Background: an optimization exercise with open tools, aiming at small area, a short achievable clock period and few clock cycles per item. Do not read the settings as production practice.
The RTL was checked by simulation tests, not by an equivalence proof against the original design.
Power is estimated from default activity; no workload was simulated.

==> try-amber: inputs <==
// multilevel_ready_queue
module multilevel_ready_queue #(
    parameter int NUM_LEVELS      = mlrq_pkg::DEF_NUM_LEVELS,
    parameter int SLOTS_PER_LEVEL = mlrq_pkg::DEF_SLOTS_PER_LEVEL,
    parameter int ID_BITS         = mlrq_pkg::DEF_ID_BITS
) (
    input  logic                             aclk,
    input  logic                             aresetn,
    input  logic                             s_tvalid,
    output logic                             s_tready,
    input  logic [mlrq_pkg::IN_TDATA_W-1:0]  s_tdata,
    output logic                             m_tvalid,
    input  logic                             m_tready,
    output logic [mlrq_pkg::OUT_TDATA_W-1:0] m_tdata
);
    logic                       exec;
    logic [NUM_LEVELS-1:0]      push_go, take_go;
    logic                       rem_go, sr_go;
    logic [14:0]                cmd;
    logic [4:0]                 kind;
    logic [NUM_LEVELS-1:0]      loh;
    logic [mlrq_pkg::RES_W-1:0] res;
    mlrq_ctrl #(
        .NL (NUM_LEVELS)
    ) u_ctrl (
        .aclk     (aclk),
        .aresetn  (aresetn),
        .s_tvalid (s_tvalid),
        .s_tready (s_tready),
        .s_tdata  (s_tdata),
        .m_tvalid (m_tvalid),
        .m_tready (m_tready),
        .m_tdata  (m_tdata),
        .exec     (exec),
        .push_go  (push_go),
        .take_go  (take_go),
        .rem_go   (rem_go),
        .sr_go    (sr_go),
        .cmd      (cmd),
        .kind     (kind),
        .loh      (loh),
        .res      (res)
    );
    mlrq_datapath #(
  ...
==> module mlrq_ctrl, before the edit <==
module mlrq_ctrl #(
    parameter int NL = mlrq_pkg::DEF_NUM_LEVELS
) (
    input  logic                             aclk,
    input  logic                             aresetn,
    input  logic                             s_tvalid,
    output logic                             s_tready,
    input  logic [mlrq_pkg::IN_TDATA_W-1:0]  s_tdata,
    output logic                             m_tvalid,
    input  logic                             m_tready,
    output logic [mlrq_pkg::OUT_TDATA_W-1:0] m_tdata,
    output logic                             exec,
    output logic [NL-1:0]                    push_go,
    output logic [NL-1:0]                    take_go,
    output logic                             rem_go,
    output logic                             sr_go,
    output logic [14:0]                      cmd,
    output logic [4:0]                       kind,
    output logic [NL-1:0]                    loh,
    input  logic [mlrq_pkg::RES_W-1:0]       res
);
    localparam int RW = mlrq_pkg::RES_W;
    logic          c_valid;
    logic [14:0]   c_q;
    logic [4:0]    kind_q;
    logic [NL-1:0] loh_q;
    logic          r_valid;
    logic [1:0]    cnt;
    logic [RW-1:0] q0, q1, q2;
    logic          pop;
    logic [1:0]    cnt_pop;
    logic [2:0]    in_op, in_lvl;
    logic [4:0]    in_kind;
    logic [NL-1:0] in_loh;
    assign in_op  = s_tdata[2:0];
    assign in_lvl = s_tdata[5:3];
    always_comb begin
        in_kind[0] = in_op == mlrq_pkg::OP_PUSH && int'(in_lvl) < NL;
        in_kind[1] = in_op == mlrq_pkg::OP_REMOVE;
        in_kind[2] = in_op == mlrq_pkg::OP_GET_NEXT && int'(in_lvl) < NL;
        in_kind[3] = in_op == mlrq_pkg::OP_FIND;
        in_kind[4] = in_op == mlrq_pkg::OP_SET_READY;
        for (int l = 0; l < NL; l++) in_loh[l] = in_lvl == 3'(l);
    end
    logic          exec_q;
    logic [NL-1:0] push_go_q, take_go_q;
    logic          rem_go_q, sr_go_q;
    logic          c_valid_n;
    logic [4:0]    kind_n;
    logic [NL-1:0] loh_n;
    logic [2:0]    busy;
    logic          room_n;
    assign exec     = exec_q;
    assign push_go  = push_go_q;
    assign take_go  = take_go_q;
    assign rem_go   = rem_go_q;
    assign sr_go    = sr_go_q;
    logic          s_tready_q, m_tvalid_q;
    assign s_tready = s_tready_q;
    assign c_valid_n = s_tready ? s_tvalid : c_valid;
    assign kind_n    = s_tready ? in_kind : kind_q;
    assign loh_n     = s_tready ? in_loh : loh_q;
    assign busy      = 3'(cnt) + 3'(r_valid) + 3'(exec_q);
    assign room_n    = (busy <= 3'd2) || (busy == 3'd3 && m_tvalid_q && m_tready);
    always_ff @(posedge aclk) begin
        if (!aresetn) begin
            s_tready_q <= 1'b1;
            exec_q    <= 1'b0;
            push_go_q <= '0;
            take_go_q <= '0;
            rem_go_q  <= 1'b0;
            sr_go_q   <= 1'b0;
        end else begin
            s_tready_q <= ~c_valid_n | room_n;
            exec_q    <= c_valid_n & room_n;
            push_go_q <= {NL{c_valid_n & room_n & kind_n[0]}} & loh_n;
            take_go_q <= {NL{c_valid_n & room_n & kind_n[2]}} & loh_n;
            rem_go_q  <= c_valid_n & room_n & kind_n[1];
            sr_go_q   <= c_valid_n & room_n & kind_n[4];
        end
    end
    assign cmd      = c_q;
    assign kind     = kind_q;
    assign loh      = loh_q;
    assign pop      = m_tvalid_q & m_tready;
    assign cnt_pop  = cnt - 2'(pop);
    always_ff @(posedge aclk) begin
        if (!aresetn) begin
            c_valid <= 1'b0;
            r_valid <= 1'b0;
            cnt     <= '0;
            m_tvalid_q <= 1'b0;
        end else begin
            if (s_tready) c_valid <= s_tvalid;
            r_valid <= exec_q;
            cnt     <= cnt_pop + 2'(r_valid);
            m_tvalid_q <= (cnt_pop != 2'd0) | r_valid;
        end
    end
    always_ff @(posedge aclk) begin
        if (s_tready) begin
            c_q    <= s_tdata[14:0];
            kind_q <= in_kind;
            loh_q  <= in_loh;
        end
    end
    always_ff @(posedge aclk) begin
        if (pop || cnt == 2'd0) begin
            q0 <= (cnt_pop == 2'd0) ? res : q1;
        end
        if (pop || cnt <= 2'd1) begin
            q1 <= (cnt_pop == 2'd1) ? res : q2;
        end
        if (cnt_pop == 2'd2) begin
            q2 <= res;
        end
    end
    assign m_tvalid = m_tvalid_q;
    assign m_tdata  = {5'b0, q0};
endmodule
Settings: LEC_CHECK=0, CAP_MARGIN=20, CORE_MARGIN=2, CORE_UTILIZATION=40, CTS_CLUSTER_DIAMETER=100, CTS_CLUSTER_SIZE=20, SLEW_MARGIN=20; clock period 10.0 ns.
standard.sh (not shown) runs the stock make flow with config.mk's settings and CLKGATE_MAP_FILE= SYNTH_SCRIPT=/design/flow/synth_recipe.tcl, a recipe that flattens the netlist after the stock synthesis.
==> flow/flow/run.sh <==
#!/bin/bash
set -euo pipefail
MARGIN=6.5
sed "s|^make -C |make SETUP_SLACK_MARGIN=${MARGIN} -C |" standard.sh > standard_margin.sh
grep -q "SETUP_SLACK_MARGIN=${MARGIN}" standard_margin.sh
bash standard_margin.sh > layout_make.log 2>&1
==> try-xenon (differences from try-amber) <==
--- a/flow/design.v
+++ b/flow/design.v
@@ -24,18 +24,14 @@
     input  logic                             s_tvalid,
     output logic                             s_tready,
     input  logic [mlrq_pkg::IN_TDATA_W-1:0]  s_tdata,
     output logic                             m_tvalid,
     input  logic                             m_tready,
     output logic [mlrq_pkg::OUT_TDATA_W-1:0] m_tdata,
     output logic                             exec,
-    output logic [NL-1:0]                    push_go,
-    output logic [NL-1:0]                    take_go,
-    output logic                             rem_go,
-    output logic                             sr_go,
     output logic [14:0]                      cmd,
     output logic [4:0]                       kind,
     output logic [NL-1:0]                    loh,
     input  logic [mlrq_pkg::RES_W-1:0]       res
 );
     localparam int RW = mlrq_pkg::RES_W;
     logic          c_valid;
@@ -56,67 +52,30 @@
         in_kind[0] = in_op == mlrq_pkg::OP_PUSH && int'(in_lvl) < NL;
         in_kind[1] = in_op == mlrq_pkg::OP_REMOVE;
         in_kind[2] = in_op == mlrq_pkg::OP_GET_NEXT && int'(in_lvl) < NL;
         in_kind[3] = in_op == mlrq_pkg::OP_FIND;
         in_kind[4] = in_op == mlrq_pkg::OP_SET_READY;
         for (int l = 0; l < NL; l++) in_loh[l] = in_lvl == 3'(l);
     end
-    logic          exec_q;
-    logic [NL-1:0] push_go_q, take_go_q;
-    logic          rem_go_q, sr_go_q;
-    logic          c_valid_n;
-    logic [4:0]    kind_n;
-    logic [NL-1:0] loh_n;
-    logic [2:0]    busy;
-    logic          room_n;
-    assign exec     = exec_q;
-    assign push_go  = push_go_q;
-    assign take_go  = take_go_q;
-    assign rem_go   = rem_go_q;
-    assign sr_go    = sr_go_q;
-    logic          s_tready_q, m_tvalid_q;
-    assign s_tready = s_tready_q;
-    assign c_valid_n = s_tready ? s_tvalid : c_valid;
-    assign kind_n    = s_tready ? in_kind : kind_q;
-    assign loh_n     = s_tready ? in_loh : loh_q;
-    assign busy      = 3'(cnt) + 3'(r_valid) + 3'(exec_q);
-    assign room_n    = (busy <= 3'd2) || (busy == 3'd3 && m_tvalid_q && m_tready);
-    always_ff @(posedge aclk) begin
-        if (!aresetn) begin
-            s_tready_q <= 1'b1;
-            exec_q    <= 1'b0;
-            push_go_q <= '0;
-            take_go_q <= '0;
-            rem_go_q  <= 1'b0;
-            sr_go_q   <= 1'b0;
-        end else begin
-            s_tready_q <= ~c_valid_n | room_n;
-            exec_q    <= c_valid_n & room_n;
-            push_go_q <= {NL{c_valid_n & room_n & kind_n[0]}} & loh_n;
-            take_go_q <= {NL{c_valid_n & room_n & kind_n[2]}} & loh_n;
-            rem_go_q  <= c_valid_n & room_n & kind_n[1];
-            sr_go_q   <= c_valid_n & room_n & kind_n[4];
-        end
-    end
+    assign exec     = c_valid & (cnt != 2'd3) & !(r_valid & cnt[1]);
+    assign s_tready = ~c_valid | exec;
     assign cmd      = c_q;
     assign kind     = kind_q;
     assign loh      = loh_q;
-    assign pop      = m_tvalid_q & m_tready;
+    assign pop      = (cnt != 2'd0) & m_tready;
     assign cnt_pop  = cnt - 2'(pop);
     always_ff @(posedge aclk) begin
         if (!aresetn) begin
             c_valid <= 1'b0;
             r_valid <= 1'b0;
             cnt     <= '0;
-            m_tvalid_q <= 1'b0;
         end else begin
             if (s_tready) c_valid <= s_tvalid;
-            r_valid <= exec_q;
+            r_valid <= exec;
             cnt     <= cnt_pop + 2'(r_valid);
-            m_tvalid_q <= (cnt_pop != 2'd0) | r_valid;
         end
     end
     always_ff @(posedge aclk) begin
         if (s_tready) begin
             c_q    <= s_tdata[14:0];
             kind_q <= in_kind;
             loh_q  <= in_loh;
@@ -129,27 +88,24 @@
         if (pop || cnt <= 2'd1) begin
             q1 <= (cnt_pop == 2'd1) ? res : q2;
         end
         if (cnt_pop == 2'd2) begin
             q2 <= res;
         end
     end
-    assign m_tvalid = m_tvalid_q;
+    assign m_tvalid = cnt != 2'd0;
     assign m_tdata  = {5'b0, q0};
 endmodule
 module mlrq_datapath #(
     parameter int NL = mlrq_pkg::DEF_NUM_LEVELS,
     parameter int NS = mlrq_pkg::DEF_SLOTS_PER_LEVEL
 ) (
     input  logic                       aclk,
     input  logic                       aresetn,
-    input  logic [NL-1:0]              push_go,
-    input  logic [NL-1:0]              take_go,
-    input  logic                       rem_go,
-    input  logic                       sr_go,
+    input  logic                       exec,
     input  logic [14:0]                cmd,
     input  logic [4:0]                 kind,
     input  logic [NL-1:0]              loh,
     output logic [mlrq_pkg::RES_W-1:0] res
 );
     localparam int N = NL * NS;
     logic [2:0] c_op;
@@ -343,21 +299,24 @@
             res = {5'b0, 3'b0, f_any ? o_id_q : 8'h00, f_any ? mlrq_pkg::ST_OK : mlrq_pkg::ST_NONE};
             if (find_q && f_any) res[18:11] = {f_slot, f_lvl};
         end else begin
             res = {o_slot_q, 3'b0, o_id_q, st_q};
         end
     end
     for (genvar l = 0; l < NL; l++) begin : g_lvl
+        logic do_push, do_take;
+        assign do_push = exec && k_push && loh[l];
+        assign do_take = exec && k_gn && loh[l];
         for (genvar j = 0; j < NS; j++) begin : g_slot
             localparam int K = l * NS + j;
             logic pw, sh, rm, sr;
-            assign pw = push_go[l] && pe[K];
-            assign sh = take_go[l] && tk[K];
-            assign rm = rem_go && match[K];
-            assign sr = sr_go && match[K];
+            assign pw = do_push && pe[K];
+            assign sh = do_take && tk[K];
+            assign rm = exec && k_rem && match[K];
+            assign sr = exec && k_sr && match[K];
             always_ff @(posedge aclk) begin
                 if (!aresetn) begin
                     v_q[K] <= 1'b0;
                 end else if (sh || pw || rm) begin
                     v_q[K] <= k_gn ? ((j < NS - 1) ? v_q[(j < NS - 1) ? K + 1 : K] : 1'b0) : k_push;
                 end
             end
@@ -386,16 +345,14 @@
     output logic                             s_tready,
     input  logic [mlrq_pkg::IN_TDATA_W-1:0]  s_tdata,
     output logic                             m_tvalid,
     input  logic                             m_tready,
     output logic [mlrq_pkg::OUT_TDATA_W-1:0] m_tdata
 );
     logic                       exec;
-    logic [NUM_LEVELS-1:0]      push_go, take_go;
-    logic                       rem_go, sr_go;
     logic [14:0]                cmd;
     logic [4:0]                 kind;
     logic [NUM_LEVELS-1:0]      loh;
     logic [mlrq_pkg::RES_W-1:0] res;
     mlrq_ctrl #(
         .NL (NUM_LEVELS)
     ) u_ctrl (
@@ -404,32 +361,25 @@
         .s_tvalid (s_tvalid),
         .s_tready (s_tready),
         .s_tdata  (s_tdata),
         .m_tvalid (m_tvalid),
         .m_tready (m_tready),
         .m_tdata  (m_tdata),
         .exec     (exec),
-        .push_go  (push_go),
-        .take_go  (take_go),
-        .rem_go   (rem_go),
-        .sr_go    (sr_go),
         .cmd      (cmd),
         .kind     (kind),
         .loh      (loh),
         .res      (res)
     );
     mlrq_datapath #(
         .NL (NUM_LEVELS),
         .NS (SLOTS_PER_LEVEL)
     ) u_datapath (
         .aclk    (aclk),
         .aresetn (aresetn),
-        .push_go (push_go),
-        .take_go (take_go),
-        .rem_go  (rem_go),
-        .sr_go   (sr_go),
+        .exec    (exec),
         .cmd     (cmd),
         .kind    (kind),
         .loh     (loh),
         .res     (res)
     );
 endmodule
==> flow/run.sh (new file) <==
#!/bin/bash
# synth_recipe.tcl (not shown) runs the flow's synth.tcl, then flattens the netlist and writes it again
# the make line also repeats each setting of config.mk as NAME=value (left out here)
make -C /OpenROAD-flow-scripts/flow DESIGN_CONFIG=/design/flow/config.mk WORK_HOME=/design/flow/orfs CLKGATE_MAP_FILE= SYNTH_SCRIPT=/design/flow/synth_recipe.tcl finish
- CTS_CLUSTER_DIAMETER: 100 -> unset
- CTS_CLUSTER_SIZE: 20 -> unset
- SETUP_SLACK_MARGIN: unset -> 5
removed: flow/flow/run.sh
removed: flow/standard.sh
==> try-willow (differences from try-amber) <==
--- a/flow/design.v
+++ b/flow/design.v
@@ -70,20 +70,23 @@
     logic          room_n;
     assign exec     = exec_q;
     assign push_go  = push_go_q;
     assign take_go  = take_go_q;
     assign rem_go   = rem_go_q;
     assign sr_go    = sr_go_q;
     logic          s_tready_q, m_tvalid_q;
+    logic          take_in, has_res;
     assign s_tready = s_tready_q;
-    assign c_valid_n = s_tready ? s_tvalid : c_valid;
-    assign kind_n    = s_tready ? in_kind : kind_q;
-    assign loh_n     = s_tready ? in_loh : loh_q;
+    assign take_in  = ~c_valid | exec_q;
+    assign has_res  = cnt != 2'd0;
+    assign c_valid_n = take_in ? s_tvalid : c_valid;
+    assign kind_n    = take_in ? in_kind : kind_q;
+    assign loh_n     = take_in ? in_loh : loh_q;
     assign busy      = 3'(cnt) + 3'(r_valid) + 3'(exec_q);
-    assign room_n    = (busy <= 3'd2) || (busy == 3'd3 && m_tvalid_q && m_tready);
+    assign room_n    = (busy <= 3'd2) || (busy == 3'd3 && has_res && m_tready);
     always_ff @(posedge aclk) begin
         if (!aresetn) begin
             s_tready_q <= 1'b1;
             exec_q    <= 1'b0;
             push_go_q <= '0;
             take_go_q <= '0;
             rem_go_q  <= 1'b0;
@@ -96,31 +99,31 @@
             rem_go_q  <= c_valid_n & room_n & kind_n[1];
             sr_go_q   <= c_valid_n & room_n & kind_n[4];
         end
     end
     assign cmd      = c_q;
     assign kind     = kind_q;
     assign loh      = loh_q;
-    assign pop      = m_tvalid_q & m_tready;
+    assign pop      = has_res & m_tready;
     assign cnt_pop  = cnt - 2'(pop);
     always_ff @(posedge aclk) begin
         if (!aresetn) begin
             c_valid <= 1'b0;
             r_valid <= 1'b0;
             cnt     <= '0;
             m_tvalid_q <= 1'b0;
         end else begin
-            if (s_tready) c_valid <= s_tvalid;
+            if (take_in) c_valid <= s_tvalid;
             r_valid <= exec_q;
             cnt     <= cnt_pop + 2'(r_valid);
             m_tvalid_q <= (cnt_pop != 2'd0) | r_valid;
         end
     end
     always_ff @(posedge aclk) begin
-        if (s_tready) begin
+        if (take_in) begin
             c_q    <= s_tdata[14:0];
             kind_q <= in_kind;
             loh_q  <= in_loh;
         end
     end
     always_ff @(posedge aclk) begin
         if (pop || cnt == 2'd0) begin
==> flow/flow/run.sh (replaced) <==
#!/bin/bash
set -euo pipefail
MARGIN=6.25
sed "s|^make -C |make SETUP_SLACK_MARGIN=${MARGIN} -C |" standard.sh > standard_margin.sh
grep -q "SETUP_SLACK_MARGIN=${MARGIN}" standard_margin.sh
bash standard_margin.sh > layout_make.log 2>&1
==> comparison table <==
	try-willow	try-amber	try-xenon
Power share of the combinational group	0.206	0.222	0.140
Met1 demand-to-capacity share in global routing	0.521	0.498	0.499
Wire length on met3	65,000 um	69,800 um	56,400 um
Result of the run	timing/DRC/antenna clean	timing/DRC/antenna clean	timing/DRC/antenna clean
Net Sw Frac	0.324	0.325	0.287
Worst flop-to-flop path endpoint	u_datapath.lidx_q[6][0]	u_datapath.o_id_q[5]	u_datapath.lidx_q[0][1]
Final critical-path share of the clock period	0.401	0.392	0.507
Setup crit start	u_ctrl.c_q[6]	u_ctrl.loh_q[5]	u_ctrl.c_q[8]
Destination of the critical timing path	u_datapath.lidx_q[6][0]	u_datapath.o_id_q[5]	u_datapath.lidx_q[0][1]
Register area share after synthesis	0.506	0.508	0.517
Signed area change from the synthesized netlist to the final layout	9.72%	10.9%	11.2%
Number of buffers and inverters on the critical path	2	3	2
Clk sinks	1,564	1,564	1,545
Tapcells inserted	2,871	2,871	2,838
Starting DRT DRC Count	16,900	17,500	15,000
Relative slew margins	0.139	0.166	0.133
Final setup margin	5.99 ns	6.08 ns	4.93 ns
Switching Power	0.00487 W	0.00485 W	0.00471 W
Final estimated routing congestion in global placement	1.05	1.08	1.02
Multi-input logic portion of the cell area	0.419	0.423	0.401
Combined area of the multi-input logic cells	40,600 sq um	41,200 sq um	38,300 sq um
Req. time, crit path	10.74 ns	10.68 ns	10.72 ns
Total power	0.0150 W	0.0149 W	0.0164 W
Worst Hold Margin	0.371 ns	0.400 ns	0.388 ns
Reported sequential group power	0.00743 W	0.00745 W	0.00731 W
Count of non-CTS buffers in the layout	426	440	316
Syn avg cell area	10.1 sq um	10.2 sq um	10.1 sq um
Testbench counts of try-amber, summed over its fixed seeds: cycles 12,024, commands 12,000.
Testbench counts of try-xenon, summed over its fixed seeds: cycles 12,024, commands 12,000.
Testbench counts of try-willow, summed over its fixed seeds: cycles 12,024, commands 12,000.

==> afterwards: timing with drivers on the ports <==
The results above use ideal ports. As a check the final layouts listed here were re-extracted and re-timed, cells and wires unchanged.
Step 1, drivers: a clkbuf_16 drives aclk and a buf_2 each remaining input, both assumed.
Step 2 also shifts input and output timing later by t, the mid clock arrival at the registers, as if the neighbouring blocks saw the same clock.
Three values: ideal ports, drivers, drivers and shift; two values: the first two.
run | shift t [ns] | setup WS [ns] | worst setup path at the end | latest minus earliest clock arrival (ns) | worst slew at a driven data input, ns
try-amber | 0.905 | 6.075 / 6.075 / 5.753 | input to register | 0.037 / 0.038 | 0.06
try-xenon | 0.954 | 4.932 / 4.932 / 4.932 | register to register | 0.059 / 0.058 | 0.14
try-willow | 0.921 | 5.990 / 5.990 / 5.622 | input to register | 0.065 / 0.065 | 0.06
After both steps every run listed still meets setup and hold. The setup slack of try-willow, which loses most, moves by 0.000 ns with the drivers and by -0.368 ns with both steps.
